This is an optimization exercise on Yosys and OpenROAD, whose aim is small area, a short achievable clock period and few clock cycles per item, not a production implementation.
In this exercise RTL edits were held to simulation tests only and were not proved equivalent to the original.
No activity file was given, so power comes from the tool's default toggle rates.

**run.sh**
```bash
#!/bin/bash
# synth_recipe.tcl (not shown) runs the flow's synth.tcl, then flattens the netlist and writes it again
# the make line also repeats each setting of config.mk as NAME=value (left out here)
make -C /OpenROAD-flow-scripts/flow DESIGN_CONFIG=/design/flow/config.mk WORK_HOME=/design/flow/orfs CLKGATE_MAP_FILE= SYNTH_SCRIPT=/design/flow/synth_recipe.tcl finish
```
**config.mk**
```make
export PLATFORM = sky130hd
export DESIGN_NAME = bitmap_run_allocator_core
export DESIGN_NICKNAME = bitmap_run_allocator_core
export VERILOG_FILES = /design/flow/design.v
export SDC_FILE = /design/flow/constraint.sdc
export NUM_CORES = 4
export LEC_CHECK = 0
export CAP_MARGIN = 20
export CORE_MARGIN = 2
export CORE_UTILIZATION = 40
export SLEW_MARGIN = 20
```
**constraint.sdc**
```tcl
create_clock -name core_clock -period 8.0 [get_ports {clk}]
set_input_delay 1.6000 -clock core_clock [delete_from_list [all_inputs] [get_ports {clk}]]
set_output_delay 1.6000 -clock core_clock [all_outputs]
set_load 0.01 [all_outputs]
```
**design.v**
```verilog
`timescale 1ns / 1ps
package bra_pkg;
  localparam int NBITS     = 1024;
  localparam int IDX_W     = $clog2(NBITS);
  localparam int LEN_W     = IDX_W + 1;
  localparam int WORD_W    = 32;
  localparam int WORDS     = NBITS / WORD_W;
  localparam int WADDR_W   = $clog2(WORDS);
  localparam int WBIT_W    = $clog2(WORD_W);
  localparam int QDEPTH    = 2;
  localparam logic [LEN_W-1:0] LEN_RESET = LEN_W'(NBITS);
  localparam int OP_W      = 3 + 3 * LEN_W + 4;
  localparam logic [2:0] CMD_GET   = 3'd0;
  localparam logic [2:0] CMD_SET   = 3'd1;
  localparam logic [2:0] CMD_UNSET = 3'd2;
  localparam logic [2:0] CMD_FILL  = 3'd3;
  localparam logic [2:0] CMD_CLEAR = 3'd4;
  localparam logic [2:0] CMD_ALLOC = 3'd5;
  localparam logic [2:0] CMD_NOP   = 3'd6;
  typedef struct packed {
    logic [2:0]       cmd;
    logic [LEN_W-1:0] lo;
    logic [LEN_W-1:0] hi;
    logic [LEN_W-1:0] count;
    logic [3:0]       align;
  } op_t;
  typedef struct packed {
    logic             bit_value;
    logic [IDX_W-1:0] alloc_index;
    logic             found;
  } res_t;
endpackage
`timescale 1ns / 1ps
module bra_front (
  input  logic                      clk,
  input  logic                      rst_n,
  input  logic                      in_valid,
  output logic                      in_ready,
  input  logic [2:0]                in_cmd,
  input  logic [bra_pkg::IDX_W-1:0] in_bit_index,
  input  logic [bra_pkg::LEN_W-1:0] in_range_end,
  input  logic [bra_pkg::LEN_W-1:0] in_run_count,
  input  logic [3:0]                in_align_log2,
  input  logic [bra_pkg::LEN_W-1:0] eff_len,
  output logic                      op_valid,
  input  logic                      op_ready,
  output bra_pkg::op_t              op
);
  logic [bra_pkg::OP_W-1:0] q_r [bra_pkg::QDEPTH];
  logic [0:0]   wp_r, rp_r;
  logic [1:0]   cnt_r;
  logic [2:0]            cls_cmd;
  logic [bra_pkg::LEN_W-1:0] cls_lo, cls_hi, cls_count;
  logic [3:0]            cls_align;
  logic         push, pop;
  logic [bra_pkg::LEN_W-1:0] start, hend;
  assign in_ready = (cnt_r != 2'(bra_pkg::QDEPTH));
  assign op_valid = (cnt_r != 2'd0);
  assign op       = q_r[rp_r];
  assign push     = in_valid && in_ready;
  assign pop      = op_valid && op_ready;
  always_comb begin
    start     = {1'b0, in_bit_index};
    hend      = (in_range_end > eff_len) ? eff_len : in_range_end;
    cls_cmd   = in_cmd;
    cls_lo    = start;
    cls_hi    = start + bra_pkg::LEN_W'(1);
    cls_count = in_run_count;
    cls_align = in_align_log2;
    unique case (in_cmd)
      bra_pkg::CMD_GET, bra_pkg::CMD_SET, bra_pkg::CMD_UNSET, bra_pkg::CMD_ALLOC: ;
      bra_pkg::CMD_FILL, bra_pkg::CMD_CLEAR: begin
        if (start > eff_len || start > in_range_end) cls_cmd = bra_pkg::CMD_NOP;
        else cls_hi = hend;
      end
      default: cls_cmd = bra_pkg::CMD_NOP;
    endcase
  end
  always_ff @(posedge clk) begin
    if (push) q_r[wp_r] <= {cls_cmd, cls_lo, cls_hi, cls_count, cls_align};
    if (!rst_n) begin
      wp_r  <= '0;
      rp_r  <= '0;
      cnt_r <= '0;
    end else begin
      if (push) wp_r <= wp_r + 1'b1;
      if (pop)  rp_r <= rp_r + 1'b1;
      cnt_r <= cnt_r + 2'(push) - 2'(pop);
    end
  end
endmodule
`timescale 1ns / 1ps
module bra_back (
  input  logic                      clk,
  input  logic                      rst_n,
  input  logic [bra_pkg::LEN_W-1:0] eff_len,
  input  logic                      op_valid,
  output logic                      op_ready,
  input  bra_pkg::op_t              op,
  output logic                      res_valid,
  input  logic                      res_ready,
  output bra_pkg::res_t             res
);
  localparam logic [2:0] S_CLR  = 3'd0;
  localparam logic [2:0] S_IDLE = 3'd1;
  localparam logic [2:0] S_RD   = 3'd2;
  localparam logic [2:0] S_WR   = 3'd3;
  localparam logic [2:0] S_SCAN = 3'd4;
  localparam logic [2:0] S_MARK = 3'd5;
  localparam logic [2:0] S_DONE = 3'd6;
  logic [bra_pkg::WORD_W-1:0] mem [bra_pkg::WORDS];
  logic [bra_pkg::WORD_W-1:0] rdata_r;
  logic [2:0]        st_r, st_nxt;
  logic [2:0]                 op_r_cmd;
  logic [bra_pkg::LEN_W-1:0]  op_r_count;
  logic [3:0]                 op_r_align;
  logic [2:0]                 op_cmd;
  logic [bra_pkg::LEN_W-1:0]  op_lo, op_hi, op_count;
  logic [3:0]                 op_align;
  logic [bra_pkg::LEN_W-1:0]  pos_r, pos_nxt;
  logic [bra_pkg::LEN_W-1:0]  cand_r, cand_nxt;
  logic [bra_pkg::LEN_W-1:0]  lo_r, lo_nxt, hi_r, hi_nxt;
  logic              setv_r, setv_nxt;
  logic                       rbit_r, rbit_nxt, rfound_r, rfound_nxt;
  logic [bra_pkg::IDX_W-1:0]  ridx_r, ridx_nxt;
  logic              rv_r, rv_nxt;
  logic              we;
  logic [bra_pkg::WADDR_W-1:0] waddr, raddr;
  logic [bra_pkg::WORD_W-1:0] wdata;
  logic [bra_pkg::LEN_W-1:0]  amask, wbase, end_c;
  logic [bra_pkg::WBIT_W-1:0] boff;
  logic              bitv, aligned, inlen;
  logic [bra_pkg::LEN_W:0]    need;
  assign op_ready  = (st_r == S_IDLE) && !rv_r;
  assign res_valid = rv_r;
  assign res       = {rbit_r, ridx_r, rfound_r};
  assign {op_cmd, op_lo, op_hi, op_count, op_align} = op;
  assign boff  = pos_r[bra_pkg::WBIT_W-1:0];
  assign bitv  = rdata_r[boff];
  assign amask = (op_r_align >= 4'(bra_pkg::LEN_W)) ? '1 : ((bra_pkg::LEN_W'(1) << op_r_align) - bra_pkg::LEN_W'(1));
  assign aligned = (pos_r & amask) == '0;
  assign inlen = pos_r < eff_len;
  assign need  = {1'b0, cand_r} + {1'b0, op_r_count};
  assign wbase = {pos_r[bra_pkg::LEN_W-1:bra_pkg::WBIT_W], {bra_pkg::WBIT_W{1'b0}}};
  assign raddr = pos_nxt[bra_pkg::WBIT_W +: bra_pkg::WADDR_W];
  always_comb begin
    st_nxt = st_r; pos_nxt = pos_r; cand_nxt = cand_r;
    lo_nxt = lo_r; hi_nxt = hi_r; setv_nxt = setv_r;
    rbit_nxt = rbit_r; ridx_nxt = ridx_r; rfound_nxt = rfound_r; rv_nxt = rv_r;
    we = 1'b0; waddr = pos_r[bra_pkg::WBIT_W +: bra_pkg::WADDR_W];
    wdata = rdata_r; end_c = hi_r;
    if (rv_r && res_ready) rv_nxt = 1'b0;
    unique case (st_r)
      S_CLR: begin
        we = 1'b1; wdata = '0;
        pos_nxt = pos_r + bra_pkg::LEN_W'(bra_pkg::WORD_W);
        if (pos_r[bra_pkg::WBIT_W +: bra_pkg::WADDR_W] == bra_pkg::WADDR_W'(bra_pkg::WORDS - 1)) begin
          st_nxt = S_IDLE; pos_nxt = '0;
        end
      end
      S_IDLE: begin
        if (op_valid && !rv_r) begin
          rbit_nxt = 1'b0; ridx_nxt = '0; rfound_nxt = 1'b0;
          pos_nxt = '0; cand_nxt = '0;
          lo_nxt = op_lo; hi_nxt = op_hi;
          setv_nxt = (op_cmd == bra_pkg::CMD_SET) || (op_cmd == bra_pkg::CMD_FILL);
          if (op_cmd == bra_pkg::CMD_ALLOC) st_nxt = S_SCAN;
          else if (op_cmd == bra_pkg::CMD_NOP) begin
            rv_nxt = 1'b1;
          end else begin
            pos_nxt = op_lo; st_nxt = S_RD;
          end
        end
      end
      S_RD: begin
        st_nxt = S_WR;
      end
      S_WR: begin
        if (op_r_cmd == bra_pkg::CMD_GET) begin
          rbit_nxt = bitv;
          st_nxt = S_DONE;
        end else begin
          for (int b = 0; b < bra_pkg::WORD_W; b++) begin
            if ((wbase + bra_pkg::LEN_W'(b)) >= lo_r && (wbase + bra_pkg::LEN_W'(b)) < end_c)
              wdata[b] = setv_r;
          end
          we = (lo_r < hi_r);
          if (wbase + bra_pkg::LEN_W'(bra_pkg::WORD_W) >= hi_r) st_nxt = S_DONE;
          else begin
            pos_nxt = wbase + bra_pkg::LEN_W'(bra_pkg::WORD_W); st_nxt = S_RD;
          end
        end
      end
      S_SCAN: begin
        if (!inlen) st_nxt = S_DONE;
        else if (pos_r != cand_r + bra_pkg::LEN_W'(0) && bitv) begin
          cand_nxt = pos_r + bra_pkg::LEN_W'(1); pos_nxt = pos_r + bra_pkg::LEN_W'(1);
        end else if (pos_r == cand_r && (!aligned || bitv || need > {1'b0, eff_len}))
        begin
          cand_nxt = pos_r + bra_pkg::LEN_W'(1); pos_nxt = pos_r + bra_pkg::LEN_W'(1);
        end else if (need <= {1'b0, pos_r} + (bra_pkg::LEN_W+1)'(1) || op_r_count == '0) begin
          rfound_nxt = 1'b1;
          ridx_nxt = cand_r[bra_pkg::IDX_W-1:0];
          lo_nxt = cand_r; hi_nxt = need[bra_pkg::LEN_W-1:0];
          setv_nxt = 1'b1;
          if (op_r_count == '0) st_nxt = S_DONE;
          else begin
            pos_nxt = cand_r; st_nxt = S_MARK;
          end
        end else pos_nxt = pos_r + bra_pkg::LEN_W'(1);
      end
      S_MARK: begin
        st_nxt = S_RD;
      end
      S_DONE: begin
        rv_nxt = 1'b1; st_nxt = S_IDLE;
      end
      default: st_nxt = S_IDLE;
    endcase
  end
  always_ff @(posedge clk) begin
    if (we) mem[waddr] <= wdata;
    rdata_r <= mem[raddr];
    if (st_r == S_IDLE && op_valid && !rv_r) begin
      op_r_cmd <= op_cmd; op_r_count <= op_count; op_r_align <= op_align;
    end
    rbit_r <= rbit_nxt; ridx_r <= ridx_nxt; rfound_r <= rfound_nxt;
    lo_r <= lo_nxt; hi_r <= hi_nxt; setv_r <= setv_nxt;
    cand_r <= cand_nxt;
    if (!rst_n) begin
      st_r  <= S_CLR;
      pos_r <= '0;
      rv_r  <= 1'b0;
    end else begin
      st_r  <= st_nxt;
      pos_r <= pos_nxt;
      rv_r  <= rv_nxt;
    end
  end
endmodule
`timescale 1ns / 1ps
module bitmap_run_allocator_core (
  input  logic                      clk,
  input  logic                      rst_n,
  input  logic                      cfg_we,
  input  logic [bra_pkg::LEN_W-1:0] cfg_used_length,
  input  logic                      in_valid,
  output logic                      in_ready,
  input  logic [2:0]                in_cmd,
  input  logic [bra_pkg::IDX_W-1:0] in_bit_index,
  input  logic [bra_pkg::LEN_W-1:0] in_range_end,
  input  logic [bra_pkg::LEN_W-1:0] in_run_count,
  input  logic [3:0]                in_align_log2,
  output logic                      out_valid,
  input  logic                      out_ready,
  output logic                      out_bit_value,
  output logic [bra_pkg::IDX_W-1:0] out_alloc_index,
  output logic                      out_found
);
  logic [bra_pkg::LEN_W-1:0] len_r, eff_len;
  logic             op_valid, op_ready;
  bra_pkg::op_t              op;
  bra_pkg::res_t             res;
  assign eff_len = (len_r > bra_pkg::LEN_W'(bra_pkg::NBITS)) ? bra_pkg::LEN_W'(bra_pkg::NBITS) : len_r;
  always_ff @(posedge clk) begin
    if (!rst_n) len_r <= bra_pkg::LEN_RESET;
    else if (cfg_we) len_r <= cfg_used_length;
  end
  bra_front u_front (
    .clk, .rst_n, .in_valid, .in_ready, .in_cmd, .in_bit_index,
    .in_range_end, .in_run_count, .in_align_log2, .eff_len,
    .op_valid, .op_ready, .op
  );
  bra_back u_back (
    .clk, .rst_n, .eff_len, .op_valid, .op_ready, .op,
    .res_valid(out_valid), .res_ready(out_ready), .res
  );
  assign out_bit_value   = res.bit_value;
  assign out_alloc_index = res.alloc_index;
  assign out_found       = res.found;
endmodule
```
==> run notes <==
status: complete, no violations
sequential area share after synthesis: 0.684
initial antenna violation count: 2
CP max-delay cell: a2bb2oi_1
wl on met1: 63900 um
initial DRC count: 3571
fill cell count: 11500
Area growth syn-to-layout: 14.0%
wire length on met2: 72200 um
die area: 136000 um2
metal3 WL: 10900 um
I/O pins: 69
Crit. End Element: flop
DP HPWL: 90600 um
crit path max fanout: 22
Largest stage delay, worst path: 780 ps
RSZ-0062 raised after global routing: no
starting density of the core: 0.403
syn avg cell area: 13.9 um2
vias in the first global route: 32400
TritonCTS clock tree: built
Cell Area, Placed: 56500 um2
Crit Path Class: reg -> reg
via count: 33500
Synth Area in XOR/XNOR: 0.00743
main combinational cell family by area after synthesis: compound AO/OA/AOI/OAI gates
Post-DRT Antenna Nets: 0
design area: 60500 um2
power per cell area: 227 nW/um2
Synth Cell Area: 53100 um2
Rel. slew slack: 0.263
number of port buffers: 68
highest routed metal layer: met4
Ant. Diodes: 0
H-tree lvl count: 3
share of cells above drive strength 1: 0.114
EDFF count, synth: 1166
Final Skew: 76.3 ps
register bit count reported by yosys: 1229
critical path arrival: 7980 ps
DR vias/cell: 5.84
total grt overflow: 0
cts bufs inserted: 121
complex-gate fraction of the synthesized area: 0.111
Syn Inst Count: 3814
Top cell by count, worst path: a21o_1
Worst Tran Pin Value: 1100 ps
Routed WL: 153000 um
top cell type by total area after synthesis: edfxtp_1
most common cell after layout, fill and taps aside: edfxtp_1
Clock Path Buffers: 3
hold path depth: 2
CP Buf/Inv Count: 2
Tot Pwr: 13.7 mW
Placeable Area: 132000 um2
Place WS: 639 ps
Nets: 4046
fin crit share: 0.925
Final Hold Vio Count: 0
TritonCTS Sinks: 1229
die height: 368 um
Total Routing Usage GR: 0.222
adder-cell share of the synthesized area: 0.0275
Max VDD drop: 0.221 mV
fin crit period: 7400 ps
top-area cell type share of the netlist area: 0.660
cell family with most CP delay: compound AO/OA/AOI/OAI gates
simple-gate area share of the yosys netlist: 0.0819
Register-to-Register Path Depth: 28
f_max: 0.135 GHz
Yosys warning count: 3
commonest cells after routing, fill and taps aside: edfxtp_1, nand2_1, mux2i_1
Worst Slack Setup Final: 598 ps
hold crit path type: reg -> reg
worst-skew pair later-pin latency: 770 ps
first-pass GRT wire length: 223000 um
Worst path depth: 28
Setup Buffers After CTS: 0
fin. max-slew vios: 0
leakage power: 19.2 nW
Worst Setup Start Kind: flop
largest net degree at the start of global routing: 113
Synth area leaders: edfxtp_1, mux2i_1, ha_1
WL/cell: 26.6 um
cell row count: 133
Crit path required time: 8580 ps
final setup fails: 0
CTS resizes: 0
Die W: 368 um
Residual DRC: 0
ys async rst share: 0
max-cap violations: 0
Synth Flop Type: edfxtp_1
hold buffers post-CTS: 0
syn_nets: 3985
drt first pass iters: 8
post-synth cell types: 83
Reg clk slew, reported paths: 60 ps
Clk Tree Root Cell: clkbuf_16
multiplexer area fraction after synthesis: 0.0622
Routability Congestion: 0.924
cells in the mapped netlist (34+ instances only):
cell type  instances
o211ai_1          71
edfxtp_1        1166
buf_2             38
mux4_2            39
nand2_1          380
a21oi_1          127
inv_1            106
ha_1             115
o21ai_0          180
clkbuf_1         180
nand3_1          205
dfxtp_1           63
a31oi_1           69
and3_1            39
a211oi_1          80
and2_1            79
nor2_1           114
mux2i_1          210
a22oi_1           94
a32oi_1           35
a21o_1            34
power by group:
group | switching, mW | internal (mW) | total (mW)
Combinational | 0.561 | 0.313 | 0.874
Sequential | 0.0845 | 7.08 | 7.16
Clock | 2.45 | 3.22 | 5.68
Total | 3.10 | 10.6 | 13.7
worst reg2reg max path, delay by kind of cell, from the launching register on:
kind                     cells  cell delay, ps
AO/OA/AOI/OAI               14            3420
AND/OR/NAND/NOR              7            1610
multiplexers                 1             250
adder cells (fa/ha/maj)      3             790
flip-flops                   1             460
XOR/XNOR                     1             220
buffers and inverters        2             500
sequential cells by signal, indices dropped and copies added (netlist names), 2 cells and up, named ones only:
register / cells
u_back.op_r_align: 4
u_back.op_r_count: 11
u_back.rdata_r: 32
len_r: 11
u_back.mem: 1024
u_back.hi_r: 11
u_front.cnt_r: 2
u_back.pos_r: 11
u_back.ridx_r: 10
u_back.cand_r: 11
u_back.st_r: 3
u_back.op_r_cmd: 3
u_front.q_r: 78
u_back.lo_r: 11
kinds of logic (layout without fill, tap and decap cells):
| logic type | Yosys count | in the layout |
|---|---|---|
| XOR/XNOR | 45 | 45 |
| adder cells (fa/ha/maj) | 116 | 116 |
| flip-flops | 1229 | 1229 |
| AND/OR/NAND/NOR | 928 | 928 |
| buffers and inverters | 352 | 517 |
| multiplexers | 277 | 277 |
| AO/OA/AOI/OAI | 867 | 867 |
routing by layer:
metal / GRT usage / vias up
li1: - / 14900
met1: 0.304 / 16900
met2: 0.357 / 1431
met3: 0.0356 / 261
met4: 0.0811 / 0
met5: 0 / -
area by class of cell:
class | instances | area [um2] | area share
Clock buffer | 159 | 3330 | 0.0551
Clock inverter | 68 | 654 | 0.0108
Inverter | 107 | 402 | 0.00664
Multi-Input combinational cell | 2233 | 16000 | 0.264
Sequential cell | 1229 | 36300 | 0.600
Tap cell | 1755 | 2200 | 0.0363
Timing Repair Buffer | 183 | 1680 | 0.0278
worst paths after layout:
path	slack [ps]	endpoint	startpoint
setup / recovery	600	u_back.rdata_r[0]$_DFF_P_	u_back.cand_r[0]$_SDFFCE_PN0P_
hold / removal	500	len_r[2]$_SDFFE_PN0P_	len_r[2]$_SDFFE_PN0P_
setup reg to reg	600	u_back.rdata_r[0]$_DFF_P_	u_back.cand_r[0]$_SDFFCE_PN0P_
hold reg to reg	500	len_r[2]$_SDFFE_PN0P_	len_r[2]$_SDFFE_PN0P_
per-stage QoR:
| step | utilization | hold slack, ps | TNS, ps | cells |
|---|---|---|---|---|
| 6_report | 0.460 | 500 | 0 | 5734 |
| 5_1_grt | 0.460 | 548 | 0 | 5734 |
| 4_1_cts | 0.460 | 496 | 0 | 5734 |
| 3_5_place_dp | 0.429 | 479 | 0 | 5507 |
| 3_3_place_gp | 0.429 | 480 | 0 | 5507 |
| 2_1_floorplan | - | 452 | -162 | 3814 |
Testbench counts, summed over its fixed seeds: cycles 389,491, items 6,400.

-- what the ideal ports hide --
In the flow no input, the clock included, has a driving cell. The finished layout below was timed again as built, in two steps.
Step 1 assumes that a clkbuf_16 drives the clock port and a buf_2 every other input.
Step 2 also shifts input and output timing later by t, the mid clock arrival at the registers, as if the neighbouring blocks saw the same clock.
Slacks: ideal ports / drivers / drivers and shift; pairs: ideal ports / drivers.
shift t [ns]: 0.805
setup slack, ns: 0.598 / 0.598 / 0.598
clock arrival spread, ns: 0.077 / 0.076
worst register clock-pin slew, ns: 0.07 / 0.07
worst data-port slew with drivers (ns): 0.06
After both steps setup and hold are still met in this run. For this run, drivers alone change the setup slack by 0.000 ns; drivers and shift together by 0.000 ns.
